This design comes from an exercise in tuning for small area and a short achievable clock period on the open sky130 flow, not from production work. Function was checked by simulation only, so behaviour that the tests miss may differ from the original.

$ cat design/flow/config.mk
export PLATFORM = sky130hd
export DESIGN_NAME = md_unit
export DESIGN_NICKNAME = md_unit
export VERILOG_FILES = /design/flow/design.v
export SDC_FILE = /design/flow/constraint.sdc
export NUM_CORES = 4
export LEC_CHECK = 0
export CAP_MARGIN = 20
export CORE_MARGIN = 2
export CORE_UTILIZATION = 40
export SLEW_MARGIN = 20
$ cat design/flow/constraint.sdc
create_clock -name core_clock -period 100.0 [get_ports {clk}]
set_input_delay 20.0000 -clock core_clock [delete_from_list [all_inputs] [get_ports {clk}]]
set_output_delay 20.0000 -clock core_clock [all_outputs]
set_load 0.01 [all_outputs]
$ cat design/flow/design.v
package md_unit_pkg;
  localparam logic [2:0] MD_MULT  = 3'd0;
  localparam logic [2:0] MD_MULTU = 3'd1;
  localparam logic [2:0] MD_DIV   = 3'd2;
  localparam logic [2:0] MD_DIVU  = 3'd3;
  localparam logic [2:0] MD_MTHI  = 3'd4;
  localparam logic [2:0] MD_MTLO  = 3'd5;
endpackage
import md_unit_pkg::*;
module md_unit (
  input  logic        clk,
  input  logic        reset,
  input  logic        start,
  input  logic [2:0]  md_op,
  input  logic        we_hilo,
  input  logic [31:0] a,
  input  logic [31:0] b,
  output logic        busy,
  output logic [31:0] hi,
  output logic [31:0] lo
);
  logic        busy_q;
  logic        busy_o_q;   
  logic [3:0]  cnt_q;
  logic        div_q, sgn_q, negq_q, negr_q, bh_q;
  logic [31:0] m_q;      
  logic [32:0] acc_q;    
  logic [31:0] p_q;      
  logic [31:0] hi_q, lo_q;
  wire first    = (cnt_q == 4'd0);
  wire mul_last = (cnt_q == 4'd4);
  wire div_last = (cnt_q == 4'd9);
  wire        msx = sgn_q & !div_q & m_q[31];
  wire [35:0] mx  = {msx, msx, msx, m_q, 1'b0};    
  wire [8:0]  mb  = mul_last ? {{8{sgn_q & bh_q}}, bh_q} : {p_q[7:0], bh_q};
  logic [34:0] xs [0:3];
  logic [34:0] ss [0:3];
  logic [31:0] rs [0:3];
  logic        ge [0:3];
  assign xs[0] = div_q ? {2'b00, acc_q} : {{2{acc_q[32]}}, acc_q};
  for (genvar i = 0; i < 4; i++) begin : g_st
    wire bm1 = mb[2*i];
    wire b0  = mb[2*i+1];
    wire b1  = mb[2*i+2];
    wire one = div_q | (b0 ^ bm1);
    wire two = !div_q & ((b1 & !b0 & !bm1) | (!b1 & b0 & bm1));
    wire neg = div_q | b1;
    wire [34:0] pp;
    for (genvar j = 0; j < 35; j++) begin : g_pp
      assign pp[j] = ((one & mx[j+1]) | (two & mx[j])) ^ neg;
    end
    assign ss[i] = xs[i] + pp + {34'd0, neg};
    assign ge[i] = !ss[i][34];
    assign rs[i] = ge[i] ? ss[i][31:0] : xs[i][31:0];
    if (i < 3) begin : g_nx
      assign xs[i+1] = div_q ? {2'b00, rs[i], p_q[31-i]} : {{2{ss[i][34]}}, ss[i][34:2]};
    end
  end
  function automatic logic [31:0] cneg(input logic [31:0] v, input logic en);
    logic [31:0] o;
    logic        any;
    any = 1'b0;
    for (int k = 0; k < 32; k++) begin
      o[k] = v[k] ^ (en & any);
      any  = any | v[k];
    end
    cneg = o;
  endfunction
  wire [31:0] n1 = cneg(p_q, first ? (sgn_q & p_q[31]) : negq_q);
  wire [31:0] n2 = cneg(first ? m_q : acc_q[32:1], first ? (sgn_q & m_q[31]) : negr_q);
  wire mul_end = busy_q && !div_q && mul_last;
  wire div_end = busy_q &&  div_q && div_last;
  wire div_wr  = div_end && (m_q != 32'd0);
  always_ff @(posedge clk or negedge reset) begin
    if (!reset) begin
      busy_q   <= 1'b0;
      busy_o_q <= 1'b0;
      hi_q   <= '0;
      lo_q   <= '0;
    end else begin
      if (!busy_q && start && !md_op[2]) busy_q <= 1'b1;
      else if (mul_end || div_end) busy_q <= 1'b0;
      busy_o_q <= busy_q ? !(mul_end || div_end) : (start && !md_op[2]);
      if (!busy_q && !start && we_hilo && md_op == MD_MTHI) hi_q <= a;
      else if (mul_end) hi_q <= ss[0][31:0];
      else if (div_wr) hi_q <= n2;
      if (!busy_q && !start && we_hilo && md_op == MD_MTLO) lo_q <= a;
      else if (mul_end) lo_q <= p_q;
      else if (div_wr) lo_q <= n1;
    end
  end
  always_ff @(posedge clk) begin
    if (!busy_q) begin
      cnt_q <= '0;
      div_q <= md_op[1];
      sgn_q <= !md_op[0];
      bh_q  <= 1'b0;
      m_q   <= b;
      p_q   <= a;
      acc_q <= '0;
    end else begin
      cnt_q <= cnt_q + 4'd1;
      if (!div_q) begin
        acc_q <= ss[3][34:2];
        p_q   <= {ss[3][1:0], ss[2][1:0], ss[1][1:0], ss[0][1:0], p_q[31:8]};
        bh_q  <= p_q[7];
      end else if (first) begin
        m_q    <= n2;
        p_q    <= {n1[30:0], 1'b0};
        acc_q  <= {32'd0, n1[31]};
        negq_q <= sgn_q & (p_q[31] ^ m_q[31]);
        negr_q <= sgn_q & p_q[31];
      end else begin
        acc_q <= {rs[3], p_q[28]};
        p_q   <= {p_q[27:0], ge[0], ge[1], ge[2], ge[3]};
      end
    end
  end
  assign busy = busy_o_q;
  assign hi   = hi_q;
  assign lo   = lo_q;
endmodule
$ cat design/flow/flow/run.sh
#!/bin/bash
set -o pipefail
cp standard.sh out/standard.sh.txt 2>/dev/null
export BUFFER_PORTS_ARGS="-buffer_cell sky130_fd_sc_hd__buf_2"
bash standard.sh > standard.log 2>&1
$ cat design/flow/standard.sh
#!/bin/bash
# synth_recipe.tcl (not shown) runs the flow's synth.tcl, then flattens the netlist and writes it again
# the make line also repeats each setting of config.mk as NAME=value (left out here)
make -C /OpenROAD-flow-scripts/flow DESIGN_CONFIG=/design/flow/config.mk WORK_HOME=/design/flow/orfs CLKGATE_MAP_FILE= SYNTH_SCRIPT=/design/flow/synth_recipe.tcl "${@:-finish}"
==> flow_summary_export.csv, run 1 <==
group,metric,value,unit
floorplanning,die_w,234,um
clock_network,clk_latency,0.47,ns
synth,synthSimpleGateAreaFrac,0.163,
route,drtIter0Drc,2319,
route,first_pass_iters,7,
finish,area_delta_synth_final,7.92,%
worst_setup_path,critPathSlowestCell,"nor4_1",
floorplanning,die_h,234,um
floorplanning,core_region_area,52400,um^2
route,ant_nets,0,
synth,synth.distinct_cells,96,
global_route,track_usage,0.309,
job,maxCapViolations,0,
floorplanning,rows,84,
placement,dp_hpwl,65900,um
outcome,status,"complete, no violations",
global_route,met2_usage,0.511,
clock_network,cts_resized,0,
floorplanning,initial_core_util,0.404,
synth,syn_inst,2816,
clock_network,cts_tree,"done",
clock_network,clockRootBuffer,"clkbuf_16",
worst_setup_path,slowest_delay,0.51,ns
synth,ys_warn_count,5,
clock_network,cts_inserted_buffers,17,
synth,synth_nets,3026,
synth,yosys.area_share.xor_xnor,0.138,
sta,slew_headroom,0.239,
global_route,grt_max_degree,77,
synth,synth_edf_count,36,
clock_network,cts_sinks,172,
placement,place.gp.congestion,0.970,
route,drc,0,
clock_network,cts_setup_buffers,0,
route,wl_per_cell,24.7,um
floorplanning,die_area,54900,um^2
clock_network,holdBufCountCts,0,
synth,synthArstFlopShare,0.384,
global_route,grt_most_used_layer,"met2",
synth,synthMuxAreaShare,0.0456,
sta,hold_violations,0,
worst_setup_path,path_cells,"buf_2 -> nor4_1 -> and2_1 -> buf_4 -> nor2_4 -> a221oi_1 -> o221ai_1",
sta,maxSlewViolCount,0,
route,vias,22500,
clock_network,cts_htree_levels,4,
worst_setup_path,cp-end-kind,"flop",
sta,tns,0,ns
sta,setup_viol,0,
sta,rsz0062_at_grt,"no",
worst_setup_path,arrival,21.89,ns
synth,avgSynthCellArea,7.53,um^2
synth,ys_ff_latch,172,
sta,post-route-period-util,0.216,
synth,ys_seq_area_frac,0.195,
sta,clock_skew,0.0131,ns
global_route,grt_antenna_before_repair,2,
global_route,grt_use_met3,0.0306,
synth,synth_compound_area_frac,0.323,
global_route,grt_overflow,0,
worst_setup_path,worst-setup-path-type,"input pin to flop",
clock_network,path_clk_slew,0.08,ns
sta,clock.fmax,0.0463,GHz
global_route,grtUsageMet1,0.405,
route,vias_per_cell,6.43,
synth,synth_top_family_by_area,"compound AO/OA/AOI/OAI gates",
sta,tightestPinTransition,1.14,ns
floorplanning,io_pins,136,
synth,synth-adder-area-share,0.0834,
worst_setup_path,setup.worst_path.start_class,"input pin",
placement,port_buffers,135,
min_path,hold_path_class,"flop to flop",
worst_setup_path,cp_max_fo,33,
finish,drive_gt1_frac,0.103,
global_route,grt_pass1_vias,21500,
sta,min_period,21.58,ns
route,totalWireLength,86500,um
global_route,grt_pass1_wl,130000,um
worst_setup_path,cp.required,100.31,ns
synth,synth_ff_type,"dfxtp_1",
sta,fin_hold_ws,0.494,ns
synth,netlist_area,21200,um^2
clock_network,cts_buffer_depth,2,
finish,nNetsFinal,3006,
==> per-layer routing <==
metal  up-vias  share of wire
met5         -              0
met4         0          0.042
met3       173          0.073
met2      1056           0.46
met1     10900           0.42
li1      10300              -
==> cell usage in the layout (no fill, tap or decap), drive strengths merged, types with 71 or more instances in the layout <==
master    n
a21oi   252
a22oi   170
buf     179
ha      135
mux2i    71
nand2   277
nor2    228
o21ai   224
xnor2   257
xor2     76
==> flip-flops by register name (all words and copies together), names as in the netlist, 4 cells and up <==
| name | count |
|---|---|
| acc_q | 33 |
| hi_q | 32 |
| lo_q | 32 |
| m_q | 32 |
| p_q | 32 |
| cnt_q | 4 |
==> through the flow <==
step	cells	util	cell area [um^2]	worst slack, ns
floorplan	2816	-	21200	78.51
global placement	3465	0.425	22300	77.95
detailed placement	3465	0.425	22300	77.84
CTS	3497	0.436	22900	78.35
global route	3497	0.436	22900	78.22
finish	3498	0.436	22900	78.42
==> layout make-up <==
class                           count  area (um^2)
Antenna cell                        1         2.50
Clock buffer                       19          433
Clock inverter                     13          130
Tap cell                          688          861
Inverter                           63          238
Sequential cell                   172         4140
Timing Repair Buffer              179         1010
Fill cell                        5298        29600
Multi-Input combinational cell   2363        16100
==> critical path: cells and delay by family <==
family / cells / cell delay [ns]
buf+inv: 2 / 0.47
simple gates: 3 / 0.93
compound gates: 2 / 0.44
==> cells by family (layout without fill, tap and decap cells) <==
| logic type | after synthesis | in the layout |
|---|---|---|
| AO/OA/AOI/OAI | 1035 | 1035 |
| AND/OR/NAND/NOR | 764 | 764 |
| XOR/XNOR | 333 | 333 |
| buffers and inverters | 281 | 274 |
| flip-flops | 172 | 172 |
| adder cells (fa/ha/maj) | 139 | 139 |
| multiplexers | 92 | 92 |
| other | 0 | 1 |
==> Yosys cell counts, drive strengths merged, types with 28 or more instances <==
master,number,share of area
nand2,277,0.049
xnor2,257,0.11
a21oi,252,0.060
nor2,228,0.040
o21ai,224,0.053
clkbuf,179,0.032
a22oi,170,0.061
ha,135,0.080
xor2,76,0.031
mux2i,71,0.034
a21o,70,0.025
dfxtp,70,0.066
dfrtp,66,0.078
inv,63,0.011
nor3,52,0.013
nand3,47,0.011
and3,40,0.012
buf,39,0.0091
edfxtp,36,0.051
o21a,36,0.013
o211ai,28,0.0099
==> worst paths after layout <==
kind / depth (start not counted) / slack (ns) / end / start
worst max register to register: 61 / 83.04 / acc_q[23] / cnt_q[0]
max in group asynchronous: 2 / 79.64 / busy_q / reset
worst min-delay path: 2 / 0.49 / lo_q[9] / lo_q[9]
min in group asynchronous: 2 / 19.74 / lo_q[4] / reset
worst max-delay path: 7 / 78.42 / hi_q[29] / start
worst min register to register: 2 / 0.49 / lo_q[9] / lo_q[9]
==> run 2, diff against run 1 <==
==> design/flow/run.sh (new file) <==
#!/bin/bash
# synth_recipe.tcl (not shown) runs the flow's synth.tcl, then flattens the netlist and writes it again
# the make line also repeats each setting of config.mk as NAME=value (left out here)
make -C /OpenROAD-flow-scripts/flow DESIGN_CONFIG=/design/flow/config.mk WORK_HOME=/design/flow/orfs CLKGATE_MAP_FILE= SYNTH_SCRIPT=/design/flow/synth_recipe.tcl finish
removed: design/flow/flow/run.sh
removed: design/flow/standard.sh
==> flow_summary_export.csv, run 2 <==
group,metric,value,unit
finish,fin_cells,3499,
route,topRoutingLayerUsed,"met4",
clock_network,path_clk_slew,0.08,ns
route,wl_per_cell,25.3,um
global_route,track_usage,0.317,
route,vias_per_cell,6.44,
synth,ys_ff_latch,172,
synth,synth_area_leader_cell,"xnor2_1",
synth,synthArstFlopShare,0.384,
sta,tightestPinTransition,1.13,ns
sta,maxSlewViolCount,0,
finish,final_cell_mix,"nand2_1, xnor2_1, a21oi_1",
synth,ys_seq_area_frac,0.195,
clock_network,clockRootBuffer,"clkbuf_16",
floorplanning,io_pins,136,
sta,clock.fmax,0.0454,GHz
synth,netlist_area,21200,um^2
clock_network,cts_resized,0,
worst_setup_path,crit_buf_inv,3,
synth,ys_warn_count,5,
worst_setup_path,worst-setup-path-type,"input pin to flop",
worst_setup_path,cp_top_family,"buffers and inverters",
global_route,grt_antenna_before_repair,3,
floorplanning,die_h,234,um
synth,synth_ff_type,"dfxtp_1",
finish,fillers,5259,
finish,multiInputGateArea,16100,um^2
route,vias,22500,
synth,netlist.area_leader.share,0.106,
floorplanning,core_region_area,52400,um^2
placement,dp_hpwl,67700,um
worst_setup_path,critPathSlowestCell,"clkdlybuf4s50_1",
sta,post-route-period-util,0.220,
sta,slew_headroom,0.240,
synth,synth_edf_count,36,
route,met3_length,7390,um
clock_network,holdBufCountCts,0,
synth,avgSynthCellArea,7.53,um^2
synth,synth.area.top_cells,"xnor2_1, ha_1, dfrtp_1, dfxtp_1, a22oi_1",
min_path,hold_path_class,"flop to flop",
worst_setup_path,cp.required,100.33,ns
synth,synth_nets,3026,
placement,place.gp.congestion,0.978,
clock_network,clk_latency,0.47,ns
finish,area_delta_synth_final,11.2,%
route,first_pass_iters,7,
global_route,grt_pass1_vias,21700,
route,ant_nets,0,
clock_network,cts_inserted_buffers,17,
clock_network,cts_setup_buffers,0,
synth,yosysMostFrequentCell,"nand2_1",
placement,dp_cells,3465,
placement,place_ws,77.51,ns
placement,port_buffers,135,
worst_setup_path,reg2reg_slack,83.66,ns
worst_setup_path,cp-end-kind,"flop",
floorplanning,die_w,234,um
floorplanning,rows,84,
worst_setup_path,cp_max_fo,32,
route,drc,0,
synth,synth_commonest_cells,"nand2_1, xnor2_1, a21oi_1, nor2_1, o21ai_0",
finish,drive_gt1_frac,0.0552,
sta,clock_skew,0.0152,ns
floorplanning,initial_core_util,0.404,
clock_network,cts_sinks,172,
finish,fin_util,0.450,
worst_setup_path,slowest_delay,0.48,ns
global_route,grt_overflow,0,
worst_setup_path,path_common_cell,"buf_4",
synth,syn_inst,2816,
finish,top_register,"acc_q",
route,wl_met2,40600,um
clock_network,cts_tree,"done",
finish,register_area,4140,um^2
floorplanning,die_area,54900,um^2
sta,rsz0062_at_grt,"no",
sta,fin_ws,77.99,ns
global_route,grt_pass1_wl,133000,um
outcome,status,"complete, no violations",
worst_setup_path,arrival,22.34,ns
finish,nNetsFinal,3006,
finish,final_common_cell,"nand2_1",
clock_network,cts_htree_levels,4,
sta,setup_viol,0,
sta,min_period,22.01,ns
finish,largest_reg_flops,33,
clock_network,cts_buffer_depth,2,
synth,synth.distinct_cells,96,
route,drtIter0Drc,2611,
global_route,grt_max_degree,68,
sta,tns,0,ns
worst_setup_path,setup.worst_path.start_class,"input pin",
job,maxCapViolations,0,
route,wl_met1,36900,um
route,totalWireLength,88600,um
sta,hold_violations,0,
worst_setup_path,path_cells,"clkdlybuf4s50_1 -> nand2_1 -> nor4_1 -> and2_1 -> buf_4 -> nor2_2 -> buf_4 -> a222oi_1 -> o31ai_1",
run 2: cell counts after synthesis:
No cell type changed its count.
run 2: worst reg2reg max path, delay by kind of cell (launching register included):
kind | cells | cell delay [ns]
AOI/OAI and AO/OA | 28 | 7.04
and+or+nand+nor | 15 | 3.54
buffers and inverters | 9 | 2.70
adders and majority gates | 5 | 1.75
xor gates and xnor gates | 3 | 0.84
DFF | 1 | 0.35
run 2: area by class of cell:
type / count / area share
Tap cell: 688 / 0.0365
Clock inverter: 14 / 0.00631
Antenna cell: 2 / 0.000212
Multi-Input combinational cell: 2363 / 0.681
Timing Repair Buffer: 179 / 0.0720
Clock buffer: 18 / 0.0186
Inverter: 63 / 0.0101
Sequential cell: 172 / 0.175
run 2: worst paths after layout:
path,cells past startpoint,startpoint,to
setup reg to reg,60,cnt_q[0],acc_q[23]
setup / recovery,9,md_op[2],lo_q[7]
min in group asynchronous,1,reset,lo_q[2]
max in group asynchronous,1,reset,busy_q
hold reg to reg,1,cnt_q[0],cnt_q[0]
hold / removal,1,cnt_q[0],cnt_q[0]
run 2: cell families after synthesis:
logic type	count (synthesis)	share of synthesized area
compound gates	1035	0.323
xor+xnor	333	0.138
fa+ha+maj	139	0.0834
buf+inv	281	0.0519
flops	172	0.195
mux	92	0.0456
simple gates	764	0.163
run 2: per-stage QoR:
step / cell area [um^2] / hold slack (ns)
3_3_place_gp: 23000 / 0.462
4_1_cts: 23600 / 0.488
3_5_place_dp: 23000 / 0.476
6_report: 23600 / 0.484
5_1_grt: 23600 / 0.532
2_1_floorplan: 21200 / 0.445
run 2: metal layers:
layer	up-vias	GRT usage
met5	-	0
met4	0	0.130
met3	204	0.0466
met2	1127	0.522
met1	10900	0.413
li1	10300	-

port drivers added, routing unchanged:
How much do the figures lean on ideal ports? The routed layouts below were timed once more, with nothing changed but the port constraints.
Step 1 (the two cells are an assumption about what drives the block):
set clk [get_ports {clk}]
set_driving_cell -lib_cell sky130_fd_sc_hd__clkbuf_16 $clk
set_driving_cell -lib_cell sky130_fd_sc_hd__buf_2 [delete_from_list [all_inputs] $clk]
Step 2 also shifts input and output timing later by t, the mid clock arrival at the registers, as if the neighbouring blocks saw the same clock.
Slacks: no drivers / after step 1 / after step 2; pairs: no drivers / after step 1.
run | t (ns) | setup slack, ns | latest minus earliest clock arrival (ns) | slew at the worst register clock pin (ns)
run 1 | 0.510 | 78.424 / 78.455 / 77.945 | 0.013 / 0.013 | 0.08 / 0.08
run 2 | 0.520 | 77.991 / 78.025 / 77.505 | 0.015 / 0.015 | 0.08 / 0.08
After both steps every run listed still meets setup and hold. For run 2, which loses most, drivers alone change the setup slack by +0.034 ns; drivers and shift together by -0.486 ns.
